Source: an optimization exercise on an open RTL-to-GDS flow (aim: small area). Production flows keep margins and buffers that such runs may drop. Function not checked in this run: the RTL went through the layout flow alone. Power figures rest on the tool's default switching activity, not on a simulated workload.

[flow/constraint.sdc]
create_clock -name core_clock -period 5.0 [get_ports {clk}]
set_input_delay 1.0000 -clock core_clock [delete_from_list [all_inputs] [get_ports {clk}]]
set_output_delay 1.0000 -clock core_clock [all_outputs]
set_load 0.01 [all_outputs]
[flow/design.v]
package tfe_pkg;
  localparam int unsigned TUPLE_W     = 104;
  localparam int unsigned FEAT_W      = 256;
  localparam int unsigned HASH_W      = 16;
  localparam int unsigned TFE_LAT_DEF = 4;
  localparam int unsigned GAP_W       = 4;
  typedef enum logic {
    IDLE = 1'b0,
    GAP  = 1'b1
  } state_t;
  typedef struct packed {
    logic [TUPLE_W-1:0] tuple;
    logic [FEAT_W-1:0]  feature;
  } pkt_t;
endpackage
module tfe_rr_arbiter #(
  parameter int unsigned N     = 4,
  parameter int unsigned IDX_W = 2
) (
  input  logic [N-1:0]     req,
  input  logic [IDX_W-1:0] ptr,
  input  logic             en,
  output logic [N-1:0]     grant,
  output logic [IDX_W-1:0] grant_idx
);
  int unsigned      idx;
  logic [IDX_W-1:0] sel;
  logic             found;
  always_comb begin
    grant     = '0;
    grant_idx = '0;
    found     = 1'b0;
    idx       = 0;
    sel       = '0;
    if (en) begin
      for (int unsigned i = 1; i <= N; i++) begin
        idx = (32'(ptr) + i) % N;
        sel = IDX_W'(idx);
        if (!found && req[sel]) begin
          found      = 1'b1;
          grant[sel] = 1'b1;
          grant_idx  = sel;
        end
      end
    end
  end
endmodule
module tfe_ingress_sched #(
  parameter int unsigned NUM_PORTS = 4,
  parameter int unsigned PORT_W    = 2,
  parameter int unsigned TFE_LAT   = tfe_pkg::TFE_LAT_DEF,
  parameter int unsigned ISSUE_GAP = 0,
  parameter int unsigned CNT_W     = 4
) (
  input  logic                           clk,
  input  logic                           rst_n,
  input  logic                           en,
  input  logic                           stall,
  input  logic [NUM_PORTS-1:0]           req_valid,
  input  logic [NUM_PORTS*tfe_pkg::TUPLE_W-1:0]   req_tuple,
  input  logic [NUM_PORTS*tfe_pkg::FEAT_W-1:0]    req_feature,
  output logic [NUM_PORTS-1:0]           req_ready,
  output logic [tfe_pkg::TUPLE_W-1:0]             tfe_ip_tuple,
  output logic [tfe_pkg::FEAT_W-1:0]              tfe_raw_feature,
  output logic                           tfe_ip_valid,
  output logic [PORT_W-1:0]              tag_port,
  output logic                           tag_valid,
  output logic [CNT_W-1:0]               in_flight
);
  tfe_pkg::state_t      state;
  logic [tfe_pkg::GAP_W-1:0]     gap_cnt;
  logic [PORT_W-1:0]    rr_ptr;
  logic [PORT_W-1:0]    grant_idx;
  logic [NUM_PORTS-1:0] grant;
  logic                 eligible_c;
  logic                 transfer_c;
  tfe_pkg::pkt_t        pkt_sel;
  logic                 tag_v_q [TFE_LAT];
  logic [PORT_W-1:0]    tag_p_q [TFE_LAT];
  assign eligible_c = en & ~stall & (state == tfe_pkg::IDLE) & (|req_valid);
  tfe_rr_arbiter #(
    .N     (NUM_PORTS),
    .IDX_W (PORT_W)
  ) u_arb (
    .req       (req_valid),
    .ptr       (rr_ptr),
    .en        (eligible_c),
    .grant     (grant),
    .grant_idx (grant_idx)
  );
  assign req_ready        = grant;
  assign transfer_c       = |(req_valid & grant);
  assign pkt_sel.tuple    = req_tuple[32'(grant_idx)*tfe_pkg::TUPLE_W +: tfe_pkg::TUPLE_W];
  assign pkt_sel.feature  = req_feature[32'(grant_idx)*tfe_pkg::FEAT_W +: tfe_pkg::FEAT_W];
  always_ff @(posedge clk or negedge rst_n) begin
    if (!rst_n) begin
      state           <= tfe_pkg::IDLE;
      gap_cnt         <= '0;
      rr_ptr          <= PORT_W'(NUM_PORTS - 1);
      tfe_ip_valid    <= 1'b0;
      tfe_ip_tuple    <= '0;
      tfe_raw_feature <= '0;
    end else begin
      tfe_ip_valid <= transfer_c;
      if (transfer_c) begin
        rr_ptr          <= grant_idx;
        tfe_ip_tuple    <= pkt_sel.tuple;
        tfe_raw_feature <= pkt_sel.feature;
      end
      case (state)
        tfe_pkg::IDLE: begin
          if (transfer_c && (ISSUE_GAP > 0)) begin
            state   <= tfe_pkg::GAP;
            gap_cnt <= tfe_pkg::GAP_W'(ISSUE_GAP);
          end
        end
        tfe_pkg::GAP: begin
          gap_cnt <= gap_cnt - tfe_pkg::GAP_W'(1);
          if (gap_cnt == tfe_pkg::GAP_W'(1)) state <= tfe_pkg::IDLE;
        end
        default: state <= tfe_pkg::IDLE;
      endcase
    end
  end
  always_ff @(posedge clk or negedge rst_n) begin
    if (!rst_n) begin
      for (int unsigned i = 0; i < TFE_LAT; i++) begin
        tag_v_q[i] <= 1'b0;
        tag_p_q[i] <= '0;
      end
    end else begin
      tag_v_q[0] <= tfe_ip_valid;
      tag_p_q[0] <= rr_ptr;
      for (int unsigned i = 1; i < TFE_LAT; i++) begin
        tag_v_q[i] <= tag_v_q[i-1];
        tag_p_q[i] <= tag_p_q[i-1];
      end
    end
  end
  assign tag_valid = tag_v_q[TFE_LAT-1];
  assign tag_port  = tag_p_q[TFE_LAT-1];
  always_ff @(posedge clk or negedge rst_n) begin
    if (!rst_n) begin
      in_flight <= '0;
    end else begin
      case ({tfe_ip_valid, tag_valid})
        2'b10: if (in_flight != '1) in_flight <= in_flight + CNT_W'(1);
        2'b01: if (in_flight != '0) in_flight <= in_flight - CNT_W'(1);
        default: ;
      endcase
    end
  end
endmodule
[flow/config.mk]
export PLATFORM = sky130hd
export DESIGN_NAME = tfe_ingress_sched
export DESIGN_NICKNAME = tfe_ingress_sched
export VERILOG_FILES = /design/flow/design.v
export SDC_FILE = /design/flow/constraint.sdc
export NUM_CORES = 4
export LEC_CHECK = 0
export CAP_MARGIN = 20
export CORE_AREA = 10 10 630 630
export DIE_AREA = 0 0 640 640
export SLEW_MARGIN = 20
[flow/run.sh]
#!/bin/bash
# synth_recipe.tcl (not shown) runs the flow's synth.tcl, then flattens the netlist and writes it again
# the make line also repeats each setting of config.mk as NAME=value (left out here)
make -C /OpenROAD-flow-scripts/flow DESIGN_CONFIG=/design/flow/config.mk WORK_HOME=/design/flow/orfs CLKGATE_MAP_FILE= SYNTH_SCRIPT=/design/flow/synth_recipe.tcl finish
==> summary.txt <==
-- critical path, delay by kind of cell, from the launching register on --
kind | cells | cell delay (ns)
AOI/OAI and AO/OA | 4 | 1.09
buffers and inverters | 2 | 0.36
DFF | 1 | 0.72
adders and majority gates | 1 | 0.43
muxes | 1 | 0.20
-- sequential cells by signal, summed over array words and instances, names as in the netlist --
| signal | cells |
|---|---|
| tag_v_q | 4 |
| tag_p_q | 8 |
| tfe_ip_tuple | 104 |
| tfe_ip_valid | 1 |
| gap_cnt | 4 |
| rr_ptr | 2 |
| state | 1 |
| tfe_raw_feature | 256 |
| in_flight | 4 |
-- power by group --
group	internal [mW]	total, mW	switching [mW]
combinational	6.67	14.0	7.30
sequential	4.72	5.86	1.14
clock	2.94	4.87	1.93
-- final timing paths --
check	startpoint	endpoint
worst max-delay path	rr_ptr[0]	req_ready[1]
worst min-delay path	rst_n	tfe_raw_feature[96]
worst max register to register	rr_ptr[0]	tfe_raw_feature[218]
worst min register to register	tag_v_q[0]	tag_v_q[1]
max in group asynchronous	rst_n	tfe_raw_feature[1]
min in group core_clock	tag_v_q[0]	tag_v_q[1]
-- area by class of cell --
cell class | count | area share, %
timing repair buffer | 1911 | 38.0
multi-input combinational | 821 | 25.7
sequential | 384 | 19.0
tap | 5038 | 12.5
clock buffer | 74 | 3.19
clock inverter | 34 | 1.06
antenna | 106 | 0.525
inverter | 8 | 0.0594
-- per-stage QoR --
stage               hold slack (ns)  util [%]  power, mW  cells  area, um^2
global route                  0.228      13.2       25.9   8324       50400
floorplan                     0.331         -       10.6   1339       23400
detailed placement            0.335      12.6       20.2   8162       48100
finish                        0.256      13.2       24.7   8376       50500
CTS                           0.179      13.1       25.3   8270       50300
global placement              0.331      12.6       20.1   8162       48100
-- kinds of logic (layout without fill, tap and decap cells) --
logic type | count (synthesis) | in the layout
muxes | 727 | 727
DFF | 384 | 384
buffers and inverters | 134 | 2027
AOI/OAI and AO/OA | 43 | 43
and+or+nand+nor | 35 | 35
adders and majority gates | 9 | 9
xor gates and xnor gates | 7 | 7
other | 0 | 106
-- synth_stat cells (3+ instances only) --
| cell type | count |
|---|---|
| buf_6 | 32 |
| a21oi_1 | 12 |
| buf_1 | 17 |
| o2111ai_1 | 3 |
| ha_1 | 8 |
| nand2b_1 | 3 |
| mux4_2 | 362 |
| dfrtp_1 | 382 |
| mux2i_1 | 4 |
| a22oi_1 | 4 |
| xnor2_1 | 4 |
| xor2_1 | 3 |
| a221o_1 | 4 |
| inv_1 | 8 |
| mux2_2 | 361 |
| nor2b_1 | 3 |
| clkbuf_1 | 13 |
| nand2_1 | 8 |
| buf_2 | 56 |
| o21ai_0 | 6 |
| buf_4 | 8 |
| nor2_1 | 8 |
-- layer usage --
metal / global-route usage [%] / share of wire, %
met3: 9.25 / 14
met5: 0 / 0.29
met2: 27.1 / 47
met1: 17.0 / 34
met4: 4.74 / 4.0
==> summary.md <==
| Metric | Value |
|---|---|
| Outcome | `finished clean` |
| Required time worst endpoint | `4.00 ns` |
| Slew HR | `27.4%` |
| Final setup fails | `0` |
| Hold_buf cts | `0` |
| Largest net degree at the start of global routing | `89` |
| Synthesis Warnings | `4` |
| Setup_tns | `0 ns` |
| Post-synth top area cell | `dfrtp_1` |
| Total CTS buffers | `59` |
| Netlist cell types | `48` |
| WS Path Type | `register to output pin` |
| Final Max Slew Viols | `0` |
| CP arrival | `3.54 ns` |
| Post-Synth XOR/XNOR Area | `0.262%` |
| PnR worst setup slack | `0.461 ns` |
| Syn avg cell area | `17.5 um^2` |
| Die Span X | `640 um` |
| Crit share post-route | `90.8%` |
| Remaining DRCs | `0` |
| R2R cell count | `10` |
| Area Overhead vs Synth | `116%` |
| Dpl ws | `0.218 ns` |
| Cell Chain, Critical Path | `inv_1 -> ha_1 -> mux2i_1 -> a22oi_1 -> a221o_1 -> o21ai_0 -> a21oi_1 -> buf_12` |
| GRT overflow | `0` |
| Mapped cell area | `0.0234 mm^2` |
| #FFs+latches synth | `384` |
| Async set-reset flop share out of synthesis | `100%` |
| Vias in the first global route | `25800` |
| Reg area | `0.00961 mm^2` |
| Fmax achieved | `0.220 GHz` |
| DP HPWL | `321000 um` |
| Worst path slowest cell | `dfstp_2` |
| Register-to-register setup slack | `0.93 ns` |
| Setup Fix Bufs, Post-CTS | `0` |
| Area share of fa/ha/maj cells after synthesis | `0.514%` |
| Max Clock Skew | `0.0304 ns` |
| Clock transition at path regs | `0.05 ns` |
| Die Ht | `640 um` |
| Main combinational cell family by area after synthesis | `multiplexers` |
| Router iterations before antenna repair | `5` |
| CP Launch Type | `register` |
| Post-synthesis sequential area ratio | `41.1%` |
| Clock Latency Late Sink | `0.74 ns` |
| Die area | `0.410 mm^2` |
| Power per Cell Area | `489 mW/mm^2` |
| CTS resizes | `0` |
| Commonest non-fill, non-tap cells in the layout | `clkdlybuf4s50_1 (1807), dfrtp_1 (382), mux4_2 (362), mux2_2 (361), buf_4 (74)` |
| RSZ-0062 raised after global routing | `false` |
| Leak | `17.3 nW` |
| Row count | `227` |
| Compound-Gate Fraction of Synth Area | `1.32%` |
| Syn Nets | `2796` |
| Slowest cell delay on critical path | `0.72 ns` |
| Layout cell share with drive strength beyond 1 | `29.0%` |
| Cells after Synth | `1339` |
| I/O pin total | `1820` |
| Worst Max-Slew Pin Slew | `1.09 ns` |
| Iter 0 DRT Violations | `2311` |
| Critical Path Sink Type | `output pin` |
| Clock sinks | `384` |
| Main synth FF type | `dfrtp_1` |
| Fill count | `42800` |
| Crit Path Max Fanout | `15` |
| Via Count | `25700` |
| Final net count | `4642` |
| Fin crit period | `4.54 ns` |
| Via-to-Cell Ratio | `3.07` |
| CTS tree | `done` |
| Commonest non-fill, non-tap cell in the layout | `clkdlybuf4s50_1` |
| Port Buffers | `1819` |
| Multiplexer area fraction after synthesis | `52.4%` |
| Final hold vios | `0` |
| MaxCap Viol Count | `0` |
| Initial Util | `6.11%` |
| Post-synth EDFFs | `0` |
| Simple-gate share of the synthesized area | `0.781%` |
| Core area | `0.383 mm^2` |
| Clk buf depth | `3` |
| Hold/Removal Path Class | `input port to async pin` |
| Worst vdd ir | `288 uV` |
| H-tree levels | `2` |
| Global Route Usage Sum | `16.1%` |
| ANT nets after route | `0` |
| Wire length per cell | `41.4 um` |
| Synth top area share | `40.9%` |
| Initial antenna violation count | `400` |
| First-pass GRT wire length | `406000 um` |
| Final Wtd Congestion | `0.984` |
| Synth area leaders | `dfrtp_1 (41%), mux4_2 (35%), mux2_2 (17%)` |
| Clock root buffer | `clkbuf_16` |
| Area of the multi-input gates | `0.0130 mm^2` |
| Final WL | `347000 um` |

-- re-timing with driven ports --
In the flow no input, the clock included, has a driving cell. The finished layout below was timed again as built, in two steps.
Step 1, drivers: a clkbuf_16 drives clk and a buf_2 each remaining input, both assumed.
Step 2 times the ports against the registers' clock, not the clock port: input delays grow and output delays shrink by t, the midpoint of the rising clock arrivals with the driver on.
a / b / c = ideal ports / drivers / drivers and shift; a / b = the first two.
t, ns: 0.810
setup WS [ns]: 0.461 / 0.350 / 0.076
clock arrival spread, ns: 0.044 / 0.044
worst register clock-pin slew, ns: 0.07 / 0.07
After both steps this run still meets setup and hold. The setup slack of this run moves by -0.111 ns with the drivers and by -0.385 ns with both steps.
